From an optimization exercise on the open Yosys and OpenROAD flow, aimed at small area, a short achievable clock period and few clock cycles per item; shortcuts taken in it are not production practice. Function was checked by simulation only, so behaviour that the tests miss may differ from the original. Power is estimated from default activity; no workload was simulated.

`design/flow/design.v`:
```
package ght_pkg;
  localparam int unsigned SLOT_COUNT = 32;
  localparam logic [1:0] KIND_SPAWN   = 2'd0;
  localparam logic [1:0] KIND_VIEW    = 2'd1;
  localparam logic [1:0] KIND_DESTROY = 2'd2;
  localparam logic [1:0] KIND_FLUSH   = 2'd3;
  localparam logic [2:0] ST_OK        = 3'd0;
  localparam logic [2:0] ST_NULL      = 3'd1;
  localparam logic [2:0] ST_FULL      = 3'd2;
  localparam logic [2:0] ST_BAD_INDEX = 3'd3;
  localparam logic [2:0] ST_STALE     = 3'd4;
  localparam logic [2:0] ST_PENDING   = 3'd5;
endpackage
module generational_handle_table (
  input  logic        clk_i,
  input  logic        rst_ni,
  input  logic        in_valid_i,
  output logic        in_ready_o,
  input  logic [1:0]  in_kind_i,
  input  logic [31:0] in_index_i,
  input  logic [31:0] in_gen_i,
  input  logic [63:0] in_payload_i,
  output logic        out_valid_o,
  input  logic        out_ready_i,
  output logic [2:0]  out_status_o,
  output logic [31:0] out_index_o,
  output logic [31:0] out_gen_o,
  output logic [63:0] out_payload_o,
  output logic        out_freed_o,
  output logic        out_last_o
);
  localparam int N = ght_pkg::SLOT_COUNT;
  logic [63:0]  pay_mem [N];
  logic [31:0]  gen_mem [N];
  logic [N-1:0] alive_q, pend_q;
  logic [5:0]   hw_q;
  logic [4:0]   fs_q [N];           
  logic [5:0]   fc_q;
  logic [4:0]   dq_q [N];           
  logic [5:0]   qc_q;
  logic        in_rdy_q;
  logic        r_v;
  logic [1:0]  r_kind;
  logic [31:0] r_idx, r_gen;
  logic [63:0] r_pay;
  logic        c_v;
  logic [1:0]  c_kind;
  logic [31:0] c_idx, c_gen;
  logic        c_hi0, c_pnz;
  logic [31:0] x_gen;               
  logic [63:0] x_pay;               
  logic        o_v, s_v;
  logic [2:0]  o_st, s_st;
  logic [31:0] o_idx, s_idx, o_gen, s_gen;
  logic [63:0] o_pay, s_pay;
  logic        o_fr, s_fr, o_last, s_last;
  logic [4:0]  c_i5, dq0, sp_slot;
  logic        c_spawn, c_view, c_destroy, c_flush;
  logic        fs_any, hw_room, in_range, gen_eq, al, pd, chk_ok;
  logic        sp_reuse, sp_new, dq_push, emit;
  logic        c_fire, c_out, c_done, c_free, r_adv;
  logic [31:0] x_gen_inc;
  assign c_i5      = c_idx[4:0];
  assign dq0       = dq_q[0];
  assign c_spawn   = c_kind == ght_pkg::KIND_SPAWN;
  assign c_view    = c_kind == ght_pkg::KIND_VIEW;
  assign c_destroy = c_kind == ght_pkg::KIND_DESTROY;
  assign c_flush   = c_kind == ght_pkg::KIND_FLUSH;
  assign fs_any    = fc_q != 6'd0;
  assign hw_room   = hw_q != 6'd32;
  assign sp_slot   = fs_any ? fs_q[0] : hw_q[4:0];
  assign in_range  = c_hi0 && ({1'b0, c_i5} < hw_q);
  assign gen_eq    = x_gen == c_gen;
  assign al        = alive_q[c_i5];
  assign pd        = pend_q[c_i5];
  assign chk_ok    = in_range && al && gen_eq;
  assign x_gen_inc = x_gen + 32'd1;
  assign c_fire   = c_v && !s_v;
  assign sp_reuse = c_fire && c_spawn && c_pnz && fs_any;
  assign sp_new   = c_fire && c_spawn && c_pnz && !fs_any && hw_room;
  assign dq_push  = c_fire && c_destroy && chk_ok && !pd;
  assign emit     = c_fire && c_flush && (qc_q != 6'd0);
  assign c_out    = c_fire && !(c_flush && (qc_q == 6'd0));
  assign c_done   = c_fire && !(c_flush && (qc_q > 6'd1));
  assign c_free   = !c_v || c_done;
  assign r_adv    = r_v && c_free;
  logic [2:0]  res_st;
  logic [31:0] res_idx, res_gen;
  logic [63:0] res_pay;
  logic        res_fr, res_last;
  always_comb begin
    res_st   = ght_pkg::ST_OK;
    res_idx  = c_idx;
    res_gen  = c_gen;
    res_pay  = '0;
    res_fr   = 1'b0;
    res_last = 1'b1;
    case (c_kind)
      ght_pkg::KIND_SPAWN: begin
        res_idx = '0;
        res_gen = '0;
        if (!c_pnz) begin
          res_st = ght_pkg::ST_NULL;
        end else if (fs_any) begin
          res_idx = {27'd0, fs_q[0]};
          res_gen = x_gen;
        end else if (hw_room) begin
          res_idx = {27'd0, hw_q[4:0]};
          res_gen = 32'd1;
        end else begin
          res_st = ght_pkg::ST_FULL;
        end
      end
      ght_pkg::KIND_VIEW: begin
        if (!in_range)                res_st = ght_pkg::ST_BAD_INDEX;
        else if (!al || !gen_eq || pd) res_st = ght_pkg::ST_STALE;
        else                          res_pay = x_pay;
      end
      ght_pkg::KIND_DESTROY: begin
        if (!in_range)          res_st = ght_pkg::ST_BAD_INDEX;
        else if (!al || !gen_eq) res_st = ght_pkg::ST_STALE;
        else if (pd)            res_st = ght_pkg::ST_PENDING;
      end
      default: begin
        res_idx  = {27'd0, dq0};
        res_gen  = x_gen;
        res_pay  = x_pay;
        res_fr   = 1'b1;
        res_last = qc_q == 6'd1;
      end
    endcase
  end
  logic       serve_fl, c_pop_pred, c_emit_pred, c_new_pred, c_spok_pred;
  logic [4:0] raddr;
  logic [31:0] rd_gen;
  logic [63:0] rd_pay;
  assign serve_fl    = c_v && c_flush && (qc_q > 6'd1);
  assign c_pop_pred  = c_v && c_spawn && c_pnz && fs_any;
  assign c_new_pred  = c_v && c_spawn && c_pnz && !fs_any && hw_room;
  assign c_spok_pred = c_pop_pred || c_new_pred;
  assign c_emit_pred = c_v && c_flush && (qc_q != 6'd0);
  always_comb begin
    if (serve_fl) begin
      raddr = dq_q[1];
    end else begin
      case (r_kind)
        ght_pkg::KIND_SPAWN: raddr = c_pop_pred ? fs_q[1] : (c_emit_pred ? dq0 : fs_q[0]);
        ght_pkg::KIND_FLUSH: raddr = (qc_q == 6'd0) ? c_i5 : dq0;
        default:             raddr = r_idx[4:0];
      endcase
    end
  end
  always_comb begin
    if (c_emit_pred && (raddr == dq0))                     rd_gen = x_gen_inc;
    else if (c_new_pred && (raddr == hw_q[4:0]))           rd_gen = 32'd1;
    else                                                  rd_gen = gen_mem[raddr];
    if (!serve_fl && (r_kind == ght_pkg::KIND_SPAWN))      rd_pay = r_pay;
    else if (c_spok_pred && (raddr == sp_slot))            rd_pay = x_pay;
    else                                                  rd_pay = pay_mem[raddr];
  end
  logic       r_v_d, c_v_d, s_v_d, c_flush_d, in_rdy_d;
  logic [5:0] qc_d;
  assign r_v_d     = in_rdy_q ? in_valid_i : (r_v && !r_adv);
  assign c_v_d     = c_free ? r_v : c_v;
  assign c_flush_d = c_free ? (r_kind == ght_pkg::KIND_FLUSH) : c_flush;
  assign qc_d      = qc_q + {5'd0, dq_push} - {5'd0, emit};
  assign s_v_d     = (!o_v || out_ready_i) ? 1'b0 : (s_v || c_out);
  assign in_rdy_d  = !r_v_d || !c_v_d || (!s_v_d && !(c_flush_d && (qc_d > 6'd1)));
  always_ff @(posedge clk_i or negedge rst_ni) begin
    if (!rst_ni) begin
      in_rdy_q <= 1'b1;
      r_v      <= 1'b0;
      c_v      <= 1'b0;
      o_v      <= 1'b0;
      s_v      <= 1'b0;
      alive_q  <= '0;
      pend_q   <= '0;
      hw_q     <= '0;
      fc_q     <= '0;
      qc_q     <= '0;
    end else begin
      in_rdy_q <= in_rdy_d;
      r_v      <= r_v_d;
      c_v      <= c_v_d;
      s_v      <= s_v_d;
      if (!o_v || out_ready_i) o_v <= s_v || c_out;
      if (sp_reuse || sp_new) begin
        alive_q[sp_slot] <= 1'b1;
        pend_q[sp_slot]  <= 1'b0;
      end
      if (sp_reuse) fc_q <= fc_q - 6'd1;
      if (sp_new)   hw_q <= hw_q + 6'd1;
      if (dq_push) pend_q[c_i5] <= 1'b1;
      if (emit) begin
        alive_q[dq0] <= 1'b0;
        pend_q[dq0]  <= 1'b0;
        fc_q         <= fc_q + 6'd1;
      end
      qc_q <= qc_d;
    end
  end
  always_ff @(posedge clk_i) begin
    if (in_rdy_q) begin
      r_kind <= in_kind_i;
      r_idx  <= in_index_i;
      r_gen  <= in_gen_i;
      r_pay  <= in_payload_i;
    end
    if (c_free) begin
      c_kind <= r_kind;
      c_idx  <= r_idx;
      c_gen  <= r_gen;
      c_hi0  <= r_idx[31:5] == 27'd0;
      c_pnz  <= r_pay != 64'd0;
    end
    if (!c_v || c_fire) begin
      x_gen <= rd_gen;
      x_pay <= rd_pay;
    end
    if (sp_reuse || sp_new) pay_mem[sp_slot] <= x_pay;
    if (sp_new) gen_mem[hw_q[4:0]] <= 32'd1;
    if (emit)   gen_mem[dq0] <= x_gen_inc;
    if (sp_reuse) begin
      for (int i = 0; i < N - 1; i++) fs_q[i] <= fs_q[i+1];
    end else if (emit) begin
      fs_q[0] <= dq0;
      for (int i = 1; i < N; i++) fs_q[i] <= fs_q[i-1];
    end
    if (emit) begin
      for (int i = 0; i < N - 1; i++) dq_q[i] <= dq_q[i+1];
    end else if (dq_push) begin
      dq_q[qc_q[4:0]] <= c_i5;
    end
    if (!o_v || out_ready_i) begin
      if (s_v) begin
        o_st <= s_st; o_idx <= s_idx; o_gen <= s_gen; o_pay <= s_pay; o_fr <= s_fr; o_last <= s_last;
      end else begin
        o_st <= res_st; o_idx <= res_idx; o_gen <= res_gen; o_pay <= res_pay; o_fr <= res_fr;
        o_last <= res_last;
      end
    end else if (c_out) begin
      s_st <= res_st; s_idx <= res_idx; s_gen <= res_gen; s_pay <= res_pay; s_fr <= res_fr;
      s_last <= res_last;
    end
  end
  assign in_ready_o    = in_rdy_q;
  assign out_valid_o   = o_v;
  assign out_status_o  = o_st;
  assign out_index_o   = o_idx;
  assign out_gen_o     = o_gen;
  assign out_payload_o = o_pay;
  assign out_freed_o   = o_fr;
  assign out_last_o    = o_last;
endmodule
```
`design/flow/run.sh`:
```
#!/bin/bash
# synth_recipe.tcl (not shown) runs the flow's synth.tcl, then flattens the netlist and writes it again
# the make line also repeats each setting of config.mk as NAME=value (left out here)
make -C /OpenROAD-flow-scripts/flow DESIGN_CONFIG=/design/flow/config.mk WORK_HOME=/design/flow/orfs CLKGATE_MAP_FILE= SYNTH_SCRIPT=/design/flow/synth_recipe.tcl finish
```
`design/flow/config.mk`:
```
export PLATFORM = sky130hd
export DESIGN_NAME = generational_handle_table
export DESIGN_NICKNAME = generational_handle_table
export VERILOG_FILES = /design/flow/design.v
export SDC_FILE = /design/flow/constraint.sdc
export NUM_CORES = 4
export LEC_CHECK = 0
export CAP_MARGIN = 20
export CORE_MARGIN = 2
export CORE_UTILIZATION = 45
export PLACE_DENSITY = 0.6
export SLEW_MARGIN = 20
```
`design/flow/constraint.sdc`:
```
create_clock -name core_clock -period 8.0 [get_ports {clk_i}]
set_input_delay 1.6000 -clock core_clock [delete_from_list [all_inputs] [get_ports {clk_i}]]
set_output_delay 1.6000 -clock core_clock [all_outputs]
set_load 0.01 [all_outputs]
```
==> impl_metrics.csv <==
group,metric,value,unit
run_status,status,"timing/DRC/antenna clean",
floorplan,fp.dieH,599,um
job,drv_cap,0,
final_layout,seq_area,0.121,mm^2
global_route,grt.total_usage,24.5,%
detailed_routing,dr_total_vias,97778,
power_and_ir_drop,p_int,38.9,mW
global_route,grt_pass1_vias,93986,
power_and_ir_drop,switching_share,27.1,%
final_layout,multiInputGateArea,0.0360,mm^2
clock_network,cts_buffers,416,
global_route,antenna_found_initial,10,
sta,clock.fmax,172,MHz
synthesis,synth_edf_count,3952,
clock_network,cts_buffer_depth,4,
synthesis,synthArstFlopShare,2.15,%
sta,rsz0062_at_grt,"no",
final_layout,nNetsFinal,11221,
sta,slew_viol_final,0,
clock_network,clock_latency,0.99,ns
detailed_routing,firstDrtPassIters,9,
min_path,hold_path_class,"flop to flop",
critical_path,startpoint_type,"flop",
floorplan,start_util,45.2,%
clock_network,ctsHtreeMaxLevel,5,
sta,skew,0.0784,ns
synthesis,ys_seq_elements,4039,
power_and_ir_drop,ir_drop,0.196,mV
synthesis,synth.distinct_cells,86,
detailed_routing,routed_via_density,6.06,
final_layout,post_route_cells_drive_above_1_share,12.5,%
final_layout,area_delta_synth_final,14.1,%
floorplan,dieArea,0.359,mm^2
floorplan,fp.dieW,599,um
placed_design,port_buffers,268,
global_route,grt_max_degree,208,
power_and_ir_drop,combinationalPowerShare,13.4,%
detailed_routing,drtAntennaViolNets,0,
placed_design,place.detailed.hpwl,243,mm
sta,finalSetupTns,0,ns
floorplan,rows,218,
final_layout,fillCellCount,28771,
placed_design,pre_cts_slack,2.45,ns
detailed_routing,post_drt_wl_per_cell,28.0,um
sta,worst_slack,2.18,ns
synthesis,synthesis.nets,11002,
placed_design,routabilityCongestion,0.858,
critical_path,required,8.78,ns
critical_path,crit_type,"flop to flop",
power_and_ir_drop,power.total,53.4,mW
sta,period_needed,5.82,ns
sta,hold_viol_final,0,
clock_network,path_clk_slew,0.06,ns
sta,setup_viol,0,
power_and_ir_drop,p_leak,59.9,nW
floorplan,core_region_area,0.352,mm^2
sta,worstMarginPinSlew,1.32,ns
power_and_ir_drop,clockPowerShare,35.8,%
synthesis,avgSynthCellArea,14.7,um^2
final_layout,layout_commonest_cell,"edfxtp_1",
clock_network,cts_sinks,4039,
clock_network,post-cts-setup-buffers,0,
critical_path,critPathCaptureType,"flop",
critical_path,cp_max_fo,140,
clock_network,cts_tree,"built",
detailed_routing,route.detailed.drc,0,
detailed_routing,initialDrtViolationCount,12646,
global_route,overflow,0,
final_layout,final_cell_mix,"edfxtp_1, nand2_1, a21oi_1, a32oi_1, mux2_2",
clock_network,hold_buffers,0,
synthesis,synth_ff_type,"edfxtp_1",
synthesis,synth_area,0.159,mm^2
power_and_ir_drop,p_sw,14.5,mW
floorplan,pin_count,269,
power_and_ir_drop,seqPwrFrac,50.9,%
global_route,grt_pass1_wl,648,mm
clock_network,clockRootBuffer,"clkbuf_16",
synthesis,syn_inst,10826,
detailed_routing,wl,451,mm
clock_network,cts_resized,0,
synthesis,synth_warnings,2,
critical_path,worstPathArrival,6.60,ns
synthesis,seq_area_frac_synth,75.9,%
sta,relSlewSlack,11.9,%
power_and_ir_drop,powerDensity,294,mW/mm^2
sta,fin_crit_sh,72.8,%
[stage by stage]
step / instances / util [%] / hold slack (ns) / cell area (um^2)
finish: 16130 / 51.6 / 0.408 / 182000
global route: 16127 / 51.6 / 0.410 / 182000
detailed placement: 15355 / 47.7 / 0.405 / 168000
global placement: 15341 / 47.6 / 0.403 / 168000
floorplan: 10826 / - / 0.400 / 159000
CTS: 16122 / 51.5 / 0.409 / 182000
[layout make-up]
type	count	share of cell area [%]
Antenna cell	6	0.00826
Clock buffer	531	6.05
Clock inverter	236	1.32
Inverter	54	0.116
Multi-Input combinational cell	6015	19.8
Sequential cell	4039	66.5
Tap cell	4730	3.26
Timing Repair Buffer	519	2.95
[registers in the layout, indices dropped and copies added (netlist names), 64 cells and up]
name     cells
pay_mem   2048
fs_q       160
gen_mem   1024
o_pay       64
r_pay       64
dq_q       160
x_pay       64
s_pay       64
[synth_stat cells, types with 9 or more instances]
master | instances | area, um^2
buf_2 | 185 | 926
mux2i_1 | 31 | 310
edfxtp_1 | 3952 | 119000
o22ai_1 | 365 | 2280
xnor2_1 | 65 | 569
inv_1 | 52 | 195
nor2b_1 | 11 | 68.8
o21ai_0 | 67 | 335
ha_1 | 40 | 500
or4_1 | 87 | 653
and3_1 | 16 | 100
nor2_1 | 196 | 736
o21ai_1 | 89 | 445
nand2_1 | 2489 | 9340
and2_1 | 100 | 626
nand4_1 | 26 | 163
o21a_1 | 9 | 67.6
buf_4 | 20 | 150
mux2_2 | 440 | 4950
mux4_2 | 20 | 450
buf_1 | 30 | 113
nor4_1 | 36 | 225
a21o_1 | 9 | 67.6
clkbuf_1 | 470 | 1760
a22oi_1 | 20 | 150
or3_1 | 12 | 75.1
nand3_1 | 96 | 480
xor2_1 | 30 | 263
a21oi_1 | 834 | 4170
a32oi_1 | 746 | 6530
a31oi_1 | 14 | 87.6
nor3_1 | 20 | 100
a22o_1 | 36 | 315
dfrtp_1 | 86 | 2150
[power groups by stage]
stage                     combinational (mW)  clock (mW)  sequential [mW]
after floorplan                         4.05           0             27.1
after global placement                  6.90           0             27.4
after detailed placement                7.04           0             27.6
after CTS                               7.06        19.4             27.1
after global routing                    7.62        20.2             27.3
final                                   7.13        19.1             27.2
[routing by layer]
| metal | GRT usage [%] | wire length (um) |
|---|---|---|
| met2 | 38.3 | 209000 |
| met3 | 3.77 | 39600 |
| met5 | 0 | 13 |
| met4 | 8.51 | 15800 |
| met1 | 35.0 | 187000 |
[worst paths after layout]
kind	startpoint	end	slack (ns)	cells after the start
max	c_kind[0]	x_pay[2]	2.18	12
min	r_gen[28]	c_gen[28]	0.41	0
max reg2reg	c_kind[0]	x_pay[2]	2.18	12
min reg2reg	r_gen[28]	c_gen[28]	0.41	0
max in group asynchronous	rst_ni	alive_q[19]	6.25	2
min in group asynchronous	rst_ni	pend_q[29]	0.66	1
[cell families after synthesis]
| logic type | after synthesis | share of synthesized area (%) |
|---|---|---|
| AOI/OAI and AO/OA | 2260 | 9.48 |
| xor gates and xnor gates | 95 | 0.523 |
| DFF | 4039 | 75.9 |
| muxes | 491 | 3.59 |
| and+or+nand+nor | 3127 | 8.12 |
| buffers and inverters | 772 | 2.05 |
| adders and majority gates | 42 | 0.339 |
[worst max-delay path, stage by stage, from the launching register on]
cell and delay [ns]:
edfxtp_1 0.39, ha_1 0.68, nand2_1 0.42, nor2_1 0.35, o221ai_1 0.46, a21oi_4 0.84, buf_4 0.63, buf_12 0.56
a21oi_1 0.15, a32oi_1 0.21, o22ai_1 0.19, or4_1 0.55, o21ai_1 0.12
Testbench counts, summed over its fixed seeds: cycles 5,472, items 4,800.

[static timing again, ports no longer ideal]
Ports are ideal in the flow. The routed layout listed here was re-timed in OpenROAD.
Step 1 (the two cells are an assumption about what drives the block):
set clk [get_ports {clk_i}]
set_driving_cell -lib_cell sky130_fd_sc_hd__clkbuf_16 $clk
set_driving_cell -lib_cell sky130_fd_sc_hd__buf_2 [delete_from_list [all_inputs] $clk]
Step 2 adds t to the input delays and takes it off the output delays; t is the mean of the earliest and latest rising clock arrival at the registers after step 1. Input paths then give back, and output paths get back, about the clock's delay inside the block.
a / b / c = ideal ports / drivers / drivers and shift; a / b = the first two.
shift t [ns]: 1.062
setup WS [ns]: 2.178 / 2.178 / 2.178
hold slack, ns: 0.408 / 0.408 / 0.408
After both steps this run still meets setup and hold. The setup slack of this run moves by 0.000 ns with the drivers and by 0.000 ns with both steps.
